This is an optimization exercise on Yosys and OpenROAD, whose aim is small area, a short achievable clock period and few clock cycles, not a production implementation. Where RTL was checked, it was by simulation tests only, not by an equivalence proof against the original.

==> build 29: inputs <==
==> flow/design.v <==
`default_nettype none
package connect4_pkg;
  localparam logic [1:0] CELL_EMPTY = 2'b00;
  localparam logic [1:0] CELL_P1    = 2'b01;
  localparam logic [1:0] CELL_P2    = 2'b10;
  localparam int LINE_BITS        = 398;
  localparam int ROW_REGION_CELLS = 56;
  localparam int PAD_STRIDE       = 8;
  typedef enum logic [1:0] {
    IDLE = 2'd0,
    SCAN = 2'd1,
    DONE = 2'd2
  } scan_state_t;
endpackage
`default_nettype wire
`default_nettype none
module window_match
(
  input  logic [7:0] cells,
  output logic       match,
  output logic [1:0] code
);
  logic w_same;
  logic w_player;
  assign w_same   = (cells[7:6] == cells[5:4]) &&
                    (cells[5:4] == cells[3:2]) &&
                    (cells[3:2] == cells[1:0]);
  assign w_player = (cells[7:6] == connect4_pkg::CELL_P1) || (cells[7:6] == connect4_pkg::CELL_P2);
  assign match    = w_same && w_player;
  assign code     = match ? cells[7:6] : connect4_pkg::CELL_EMPTY;
endmodule
`default_nettype wire
`default_nettype none
module win_scanner
#(
  parameter int CELLS = 199,
  parameter int RUN   = 4,
  parameter int IDX_W = 8
) (
  input  logic                 Clk,
  input  logic                 reset,
  input  logic                 start,
  input  logic [connect4_pkg::LINE_BITS-1:0] line_in,
  output logic                 busy,
  output logic                 done,
  output logic [1:0]           winner,
  output logic [IDX_W-1:0]     win_index
);
  localparam int WINS   = CELLS - RUN + 1;    
  localparam int LEAVES = 256;
  localparam int LEVELS = 8;
  logic [CELLS-1:0] p1, p2;
  for (genvar i = 0; i < CELLS; i++) begin : g_cell
    assign p1[i] = ~line_in[connect4_pkg::LINE_BITS-1-2*i] &  line_in[connect4_pkg::LINE_BITS-2-2*i];
    assign p2[i] =  line_in[connect4_pkg::LINE_BITS-1-2*i] & ~line_in[connect4_pkg::LINE_BITS-2-2*i];
  end
  logic [CELLS-2:0] q1, q2;
  for (genvar i = 0; i < CELLS - 1; i++) begin : g_pair
    assign q1[i] = p1[i] & p1[i+1];
    assign q2[i] = p2[i] & p2[i+1];
  end
  logic [(LEVELS+1)*LEAVES-1:0]   t_v, t_c;
  logic [(LEVELS+1)*LEAVES*8-1:0] t_i;
  for (genvar n = 0; n < LEAVES; n++) begin : g_leaf
    if (n < WINS) begin : g_win
      assign t_v[n] = (q1[n] & q1[n+2]) | (q2[n] & q2[n+2]);
      assign t_c[n] = q2[n] & q2[n+2];
    end else begin : g_none
      assign t_v[n] = 1'b0;
      assign t_c[n] = 1'b0;
    end
    assign t_i[n*8 +: 8] = 8'd0;
  end
  for (genvar L = 1; L <= LEVELS; L++) begin : g_lvl
    for (genvar n = 0; n < (LEAVES >> L); n++) begin : g_node
      localparam int A = (L-1)*LEAVES + 2*n;
      localparam int B = A + 1;
      localparam int O = L*LEAVES + n;
      assign t_v[O] = t_v[A] | t_v[B];
      assign t_c[O] = t_c[A] | (~t_v[A] & t_c[B]);
      assign t_i[O*8 + L - 1] = ~t_v[A] & t_v[B];
      if (L > 1) begin : g_low
        assign t_i[O*8 +: L-1] = t_i[A*8 +: L-1] | ({(L-1){~t_v[A]}} & t_i[B*8 +: L-1]);
      end
      if (L < 8) begin : g_zero
        assign t_i[O*8 + L +: 8-L] = '0;
      end
    end
  end
  localparam int ROOT = LEVELS*LEAVES;
  logic       w_accept;
  logic [1:0] w_winner;
  assign w_winner = {t_c[ROOT], t_v[ROOT] & ~t_c[ROOT]};
  assign w_accept = start & ~done;
  assign busy     = 1'b0;
  always_ff @(posedge Clk) begin
    if (reset) begin
      done      <= 1'b0;
      winner    <= connect4_pkg::CELL_EMPTY;
      win_index <= '0;
    end else begin
      done <= w_accept;
      if (w_accept) begin
        winner    <= w_winner;
        win_index <= t_i[ROOT*8 +: 8];
      end
    end
  end
endmodule
`default_nettype wire
==> flow/run.sh <==
#!/bin/bash
# synth_recipe.tcl (not shown) runs the flow's synth.tcl, then flattens the netlist and writes it again
# the make line also repeats each setting of config.mk as NAME=value (left out here)
make -C /OpenROAD-flow-scripts/flow DESIGN_CONFIG=/design/flow/config.mk WORK_HOME=/design/flow/orfs CLKGATE_MAP_FILE= SYNTH_SCRIPT=/design/flow/synth_recipe.tcl finish
==> flow/config.mk <==
export PLATFORM = sky130hd
export DESIGN_NAME = win_scanner
export DESIGN_NICKNAME = win_scanner
export VERILOG_FILES = /design/flow/design.v
export SDC_FILE = /design/flow/constraint.sdc
export NUM_CORES = 4
export LEC_CHECK = 0
export CAP_MARGIN = 20
export CORE_MARGIN = 2
export CORE_UTILIZATION = 15
export SLEW_MARGIN = 20
==> flow/constraint.sdc <==
create_clock -name core_clock -period 8.0 [get_ports {Clk}]
set_input_delay 1.6000 -clock core_clock [delete_from_list [all_inputs] [get_ports {Clk}]]
set_output_delay 1.6000 -clock core_clock [all_outputs]
set_load 0.01 [all_outputs]
==> inputs of trial 59, as changes to build 29 <==
==> flow/design.v, changed modules only <==
module win_scanner
#(
  parameter int CELLS = 199,
  parameter int RUN   = 4,
  parameter int IDX_W = 8
) (
  input  logic                 Clk,
  input  logic                 reset,
  input  logic                 start,
  input  logic [connect4_pkg::LINE_BITS-1:0] line_in,
  output logic                 busy,
  output logic                 done,
  output logic [1:0]           winner,
  output logic [IDX_W-1:0]     win_index
);
  localparam int WINS   = CELLS - RUN + 1;    
  localparam int GROUPS = WINS / 4;          
  localparam int LEAVES = 64;
  localparam int LEVELS = 6;
  logic [CELLS-1:0] p1, p2;
  for (genvar i = 0; i < CELLS; i++) begin : g_cell
    assign p1[i] = ~line_in[connect4_pkg::LINE_BITS-1-2*i] &  line_in[connect4_pkg::LINE_BITS-2-2*i];
    assign p2[i] =  line_in[connect4_pkg::LINE_BITS-1-2*i] & ~line_in[connect4_pkg::LINE_BITS-2-2*i];
  end
  logic [CELLS-2:0] q1, q2;
  for (genvar i = 0; i < CELLS - 1; i++) begin : g_pair
    assign q1[i] = p1[i] & p1[i+1];
    assign q2[i] = p2[i] & p2[i+1];
  end
  logic [WINS-1:0] m;
  for (genvar k = 0; k < WINS; k++) begin : g_win
    assign m[k] = (q1[k] & q1[k+2]) | (q2[k] & q2[k+2]);
  end
  logic [(LEVELS+1)*LEAVES-1:0]   t_v, t_c;
  logic [(LEVELS+1)*LEAVES*8-1:0] t_i;
  for (genvar n = 0; n < LEAVES; n++) begin : g_leaf
    if (n < GROUPS) begin : g_grp
      logic [3:0] gm;
      assign gm     = m[4*n +: 4];
      assign t_v[n] = |gm;
      assign t_c[n] = t_v[n] & line_in[connect4_pkg::LINE_BITS-1-2*(4*n+3)];
      assign t_i[n*8 +: 8] = {6'd0,
                              ~gm[0] & ~gm[1] & (gm[2] | gm[3]),
                              ~gm[0] & (gm[1] | (~gm[2] & gm[3]))};
    end else begin : g_none
      assign t_v[n] = 1'b0;
      assign t_c[n] = 1'b0;
      assign t_i[n*8 +: 8] = 8'd0;
    end
  end
  for (genvar L = 1; L <= LEVELS; L++) begin : g_lvl
    for (genvar n = 0; n < (LEAVES >> L); n++) begin : g_node
      localparam int A = (L-1)*LEAVES + 2*n;
      localparam int B = A + 1;
      localparam int O = L*LEAVES + n;
      assign t_v[O] = t_v[A] | t_v[B];
      assign t_c[O] = t_c[A] | (~t_v[A] & t_c[B]);
      assign t_i[O*8 + L + 1] = ~t_v[A] & t_v[B];
      assign t_i[O*8 +: L+1] = t_i[A*8 +: L+1] | ({(L+1){~t_v[A]}} & t_i[B*8 +: L+1]);
      if (L < LEVELS) begin : g_zero
        assign t_i[O*8 + L + 2 +: LEVELS-L] = '0;
      end
    end
  end
  localparam int ROOT = LEVELS*LEAVES;
  logic       w_accept;
  logic [1:0] w_winner;
  assign w_winner = {t_c[ROOT], t_v[ROOT] & ~t_c[ROOT]};
  assign w_accept = start & ~done;
  assign busy     = 1'b0;
  always_ff @(posedge Clk) begin
    if (reset) begin
      done      <= 1'b0;
      winner    <= connect4_pkg::CELL_EMPTY;
      win_index <= '0;
    end else begin
      done <= w_accept;
      if (w_accept) begin
        winner    <= w_winner;
        win_index <= t_i[ROOT*8 +: 8];
      end
    end
  end
endmodule
==> flow/flow/run.sh (new file) <==
#!/bin/bash
set -o pipefail
cp standard.sh standard_sh.copy.log
cp config.mk config_mk.copy.log
echo 'export BUFFER_PORTS_ARGS = -buffer_cell sky130_fd_sc_hd__buf_1' >> config.mk
bash standard.sh > standard.log 2>&1
==> flow/standard.sh (new file) <==
#!/bin/bash
# synth_recipe.tcl (not shown) runs the flow's synth.tcl, then flattens the netlist and writes it again
# the make line also repeats each setting of config.mk as NAME=value (left out here)
make -C /OpenROAD-flow-scripts/flow DESIGN_CONFIG=/design/flow/config.mk WORK_HOME=/design/flow/orfs CLKGATE_MAP_FILE= SYNTH_SCRIPT=/design/flow/synth_recipe.tcl "${@:-finish}"
BUFFER_PORTS_ARGS = -buffer_cell sky130_fd_sc_hd__buf_1   (was unset)
CORE_UTILIZATION = 50   (was 15)
removed: flow/run.sh
==> inputs of build 64, as changes to build 29 <==
==> flow/design.v, changed modules only <==
module win_scanner
#(
  parameter int CELLS = 199,
  parameter int RUN   = 4,
  parameter int IDX_W = 8
) (
  input  logic                 Clk,
  input  logic                 reset,
  input  logic                 start,
  input  logic [connect4_pkg::LINE_BITS-1:0] line_in,
  output logic                 busy,
  output logic                 done,
  output logic [1:0]           winner,
  output logic [IDX_W-1:0]     win_index
);
  localparam int WINS   = CELLS - RUN + 1;    
  localparam int GROUPS = WINS / 4;          
  localparam int LEAVES = 64;
  localparam int LEVELS = 6;
  logic [CELLS-1:0] p1, p2;
  for (genvar i = 0; i < CELLS; i++) begin : g_cell
    assign p1[i] = ~line_in[connect4_pkg::LINE_BITS-1-2*i] &  line_in[connect4_pkg::LINE_BITS-2-2*i];
    assign p2[i] =  line_in[connect4_pkg::LINE_BITS-1-2*i] & ~line_in[connect4_pkg::LINE_BITS-2-2*i];
  end
  logic [CELLS-2:0] s;
  for (genvar i = 0; i < CELLS - 1; i++) begin : g_pair
    assign s[i] = (p1[i] & p1[i+1]) | (p2[i] & p2[i+1]);
  end
  logic [WINS/2-1:0] d_v, d_o;
  for (genvar j = 0; j < WINS / 2; j++) begin : g_duo
    assign d_v[j] = s[2*j+1] & s[2*j+2] & (s[2*j] | s[2*j+3]);
    assign d_o[j] = ~s[2*j] & s[2*j+1] & s[2*j+2] & s[2*j+3];
  end
  logic [(LEVELS+1)*LEAVES-1:0]   t_v, t_c;
  logic [(LEVELS+1)*LEAVES*8-1:0] t_i;
  for (genvar n = 0; n < LEAVES; n++) begin : g_leaf
    if (n < GROUPS) begin : g_grp
      assign t_v[n] = d_v[2*n] | d_v[2*n+1];
      assign t_c[n] = t_v[n] & line_in[connect4_pkg::LINE_BITS-1-2*(4*n+3)];
      assign t_i[n*8 +: 8] = {6'd0, ~d_v[2*n] & d_v[2*n+1],
                              d_o[2*n] | (~d_v[2*n] & d_o[2*n+1])};
    end else begin : g_none
      assign t_v[n] = 1'b0;
      assign t_c[n] = 1'b0;
      assign t_i[n*8 +: 8] = 8'd0;
    end
  end
  for (genvar L = 1; L <= LEVELS; L++) begin : g_lvl
    for (genvar n = 0; n < (LEAVES >> L); n++) begin : g_node
      localparam int A = (L-1)*LEAVES + 2*n;
      localparam int B = A + 1;
      localparam int O = L*LEAVES + n;
      assign t_v[O] = t_v[A] | t_v[B];
      assign t_c[O] = t_c[A] | (~t_v[A] & t_c[B]);
      assign t_i[O*8 + L + 1] = ~t_v[A] & t_v[B];
      assign t_i[O*8 +: L+1] = t_i[A*8 +: L+1] | ({(L+1){~t_v[A]}} & t_i[B*8 +: L+1]);
      if (L < LEVELS) begin : g_zero
        assign t_i[O*8 + L + 2 +: LEVELS-L] = '0;
      end
    end
  end
  localparam int ROOT = LEVELS*LEAVES;
  logic       w_accept;
  logic [1:0] w_winner;
  assign w_winner = {t_c[ROOT], t_v[ROOT] & ~t_c[ROOT]};
  assign w_accept = start & ~done;
  assign busy     = 1'b0;
  always_ff @(posedge Clk) begin
    if (reset) begin
      done      <= 1'b0;
      winner    <= connect4_pkg::CELL_EMPTY;
      win_index <= '0;
    end else begin
      done <= w_accept;
      if (w_accept) begin
        winner    <= w_winner;
        win_index <= t_i[ROOT*8 +: 8];
      end
    end
  end
endmodule
==> flow/flow/run.sh (new file) <==
#!/bin/bash
set -o pipefail
cp standard.sh standard_sh.copy.log
cp config.mk config_mk.copy.log
echo 'export BUFFER_PORTS_ARGS = -buffer_cell sky130_fd_sc_hd__buf_1' >> config.mk
bash standard.sh > standard.log 2>&1
==> flow/standard.sh (new file) <==
#!/bin/bash
# synth_recipe.tcl (not shown) runs the flow's synth.tcl, then flattens the netlist and writes it again
# the make line also repeats each setting of config.mk as NAME=value (left out here)
make -C /OpenROAD-flow-scripts/flow DESIGN_CONFIG=/design/flow/config.mk WORK_HOME=/design/flow/orfs CLKGATE_MAP_FILE= SYNTH_SCRIPT=/design/flow/synth_recipe.tcl "${@:-finish}"
ABC_AREA = 1   (was unset)
BUFFER_PORTS_ARGS = -buffer_cell sky130_fd_sc_hd__buf_1   (was unset)
CORE_UTILIZATION = 50   (was 15)
removed: flow/run.sh
==> inputs of build 65, as changes to build 29 <==
==> flow/design.v, changed modules only <==
module win_scanner
#(
  parameter int CELLS = 199,
  parameter int RUN   = 4,
  parameter int IDX_W = 8
) (
  input  logic                 Clk,
  input  logic                 reset,
  input  logic                 start,
  input  logic [connect4_pkg::LINE_BITS-1:0] line_in,
  output logic                 busy,
  output logic                 done,
  output logic [1:0]           winner,
  output logic [IDX_W-1:0]     win_index
);
  localparam int WINS   = CELLS - RUN + 1;    
  localparam int GROUPS = WINS / 4;          
  localparam int LEAVES = 64;
  localparam int LEVELS = 6;
  logic [CELLS-1:0] p1, p2;
  for (genvar i = 0; i < CELLS; i++) begin : g_cell
    assign p1[i] = ~line_in[connect4_pkg::LINE_BITS-1-2*i] &  line_in[connect4_pkg::LINE_BITS-2-2*i];
    assign p2[i] =  line_in[connect4_pkg::LINE_BITS-1-2*i] & ~line_in[connect4_pkg::LINE_BITS-2-2*i];
  end
  logic [CELLS-2:0] s;
  for (genvar i = 0; i < CELLS - 1; i++) begin : g_pair
    assign s[i] = (p1[i] & p1[i+1]) | (p2[i] & p2[i+1]);
  end
  logic [WINS/2-1:0] d_v, d_o;
  for (genvar j = 0; j < WINS / 2; j++) begin : g_duo
    assign d_v[j] = s[2*j+1] & s[2*j+2] & (s[2*j] | s[2*j+3]);
    assign d_o[j] = ~s[2*j] & s[2*j+1] & s[2*j+2] & s[2*j+3];
  end
  logic [(LEVELS+1)*LEAVES-1:0]   t_v, t_c;
  logic [(LEVELS+1)*LEAVES*8-1:0] t_i;
  for (genvar n = 0; n < LEAVES; n++) begin : g_leaf
    if (n < GROUPS) begin : g_grp
      assign t_v[n] = d_v[2*n] | d_v[2*n+1];
      assign t_c[n] = t_v[n] & line_in[connect4_pkg::LINE_BITS-1-2*(4*n+3)];
      assign t_i[n*8 +: 8] = {6'd0, ~d_v[2*n] & d_v[2*n+1],
                              d_o[2*n] | (~d_v[2*n] & d_o[2*n+1])};
    end else begin : g_none
      assign t_v[n] = 1'b0;
      assign t_c[n] = 1'b0;
      assign t_i[n*8 +: 8] = 8'd0;
    end
  end
  for (genvar L = 1; L <= LEVELS; L++) begin : g_lvl
    for (genvar n = 0; n < (LEAVES >> L); n++) begin : g_node
      localparam int A = (L-1)*LEAVES + 2*n;
      localparam int B = A + 1;
      localparam int O = L*LEAVES + n;
      assign t_v[O] = t_v[A] | t_v[B];
      assign t_c[O] = t_c[A] | (~t_v[A] & t_c[B]);
      assign t_i[O*8 + L + 1] = ~t_v[A] & t_v[B];
      assign t_i[O*8 +: L+1] = t_i[A*8 +: L+1] | ({(L+1){~t_v[A]}} & t_i[B*8 +: L+1]);
      if (L < LEVELS) begin : g_zero
        assign t_i[O*8 + L + 2 +: LEVELS-L] = '0;
      end
    end
  end
  localparam int ROOT = LEVELS*LEAVES;
  logic       w_accept;
  logic [1:0] w_winner;
  assign w_winner = {t_c[ROOT], t_v[ROOT] & ~t_c[ROOT]};
  assign w_accept = start & ~done;
  assign busy     = 1'b0;
  always_ff @(posedge Clk) begin
    if (reset) begin
      done      <= 1'b0;
      winner    <= connect4_pkg::CELL_EMPTY;
      win_index <= '0;
    end else begin
      done <= w_accept;
      if (w_accept) begin
        winner    <= w_winner;
        win_index <= t_i[ROOT*8 +: 8];
      end
    end
  end
endmodule
==> flow/flow/run.sh (new file) <==
#!/bin/bash
set -o pipefail
cp standard.sh standard_sh.copy.log
cp config.mk config_mk.copy.log
echo 'export BUFFER_PORTS_ARGS = -buffer_cell sky130_fd_sc_hd__buf_1' >> config.mk
bash standard.sh > standard.log 2>&1
==> flow/standard.sh (new file) <==
#!/bin/bash
# synth_recipe.tcl (not shown) runs the flow's synth.tcl, then flattens the netlist and writes it again
# the make line also repeats each setting of config.mk as NAME=value (left out here)
make -C /OpenROAD-flow-scripts/flow DESIGN_CONFIG=/design/flow/config.mk WORK_HOME=/design/flow/orfs CLKGATE_MAP_FILE= SYNTH_SCRIPT=/design/flow/synth_recipe.tcl "${@:-finish}"
BUFFER_PORTS_ARGS = -buffer_cell sky130_fd_sc_hd__buf_1   (was unset)
CORE_UTILIZATION = 50   (was 15)
removed: flow/run.sh
==> notes.md <==
CP top delay family = simple AND/OR/NAND/NOR gates
Met2 Resource Use GR = 0.261
Outcome = timing/DRC/antenna clean
Worst-path clk slew = 0.05 ns
Non-clock buffer share = 0.242
DR vias/cell = 5.04
Fin cells = 3176
Ratio of cells with drive above 1 in the final layout = 0.0320
R2r setup slk = 5.65 ns
Routed wire per std cell = 19.2 um
Stages on worst setup path = 9
-- figures above: build 29

==> notes.md <==
Outcome = timing/DRC/antenna clean
Fin cells = 2057
Avg Cell Area, Syn = 6.64 sq um
Worst-path clk slew = 0.04 ns
Nets = 2224
Routed wire per std cell = 16.0 um
Stages on worst setup path = 11
GRT met1 Usage = 0.382
CP top delay family = compound AO/OA/AOI/OAI gates
R2r setup slk = 6.37 ns
Worst R2R Start = done$_SDFF_PP0_
-- figures above: build 65

==> notes.md <==
Outcome = timing/DRC/antenna clean
Routed wire per std cell = 10.8 um
Fin cells = 3054
Met2 Resource Use GR = 0.530
R2r setup slk = 6.31 ns
CP top delay family = simple AND/OR/NAND/NOR gates
DR vias/cell = 4.87
Worst-path clk slew = 0.04 ns
-- figures above: build 64

==> notes.md <==
Non-clock buffer share = 0.119
Outcome = timing/DRC/antenna clean
Worst-path clk slew = 0.04 ns
Stages on worst setup path = 9
DR vias/cell = 6.49
R2r setup slk = 5.75 ns
-- figures above: trial 59

Testbench counts of build 29, summed over its fixed seeds: cycles 1,768.
Only the layout flow was run in trial 59, build 64 and build 65; the RTL was not checked for function there.

## port drivers added, routing unchanged
In the flow no input, the clock included, has a driving cell. The finished layouts below were timed again as built, in two steps.
Step 1 assumes that a clkbuf_16 drives the clock port and a buf_2 every other input.
Step 2 also shifts input and output timing later by t, the mid clock arrival at the registers, as if the neighbouring blocks saw the same clock.
Three values: ideal, step 1, step 2; two values: the first two.
run	t (ns)	setup slack, ns	slew at the worst register clock pin (ns)	worst slew at a driven data input, ns	pins driven straight from the clock port
build 29	0.292	2.926 / 2.944 / 2.651	0.05 / 0.05	0.18	1
trial 59	0.286	3.247 / 3.251 / 2.965	0.04 / 0.04	0.08	1
build 64	0.276	4.572 / 4.589 / 4.314	0.04 / 0.04	0.08	1
build 65	0.280	3.341 / 3.358 / 3.078	0.04 / 0.04	0.08	1
After both steps every run listed still meets setup and hold. For trial 59, which loses most, drivers alone change the setup slack by +0.004 ns; drivers and shift together by -0.282 ns.
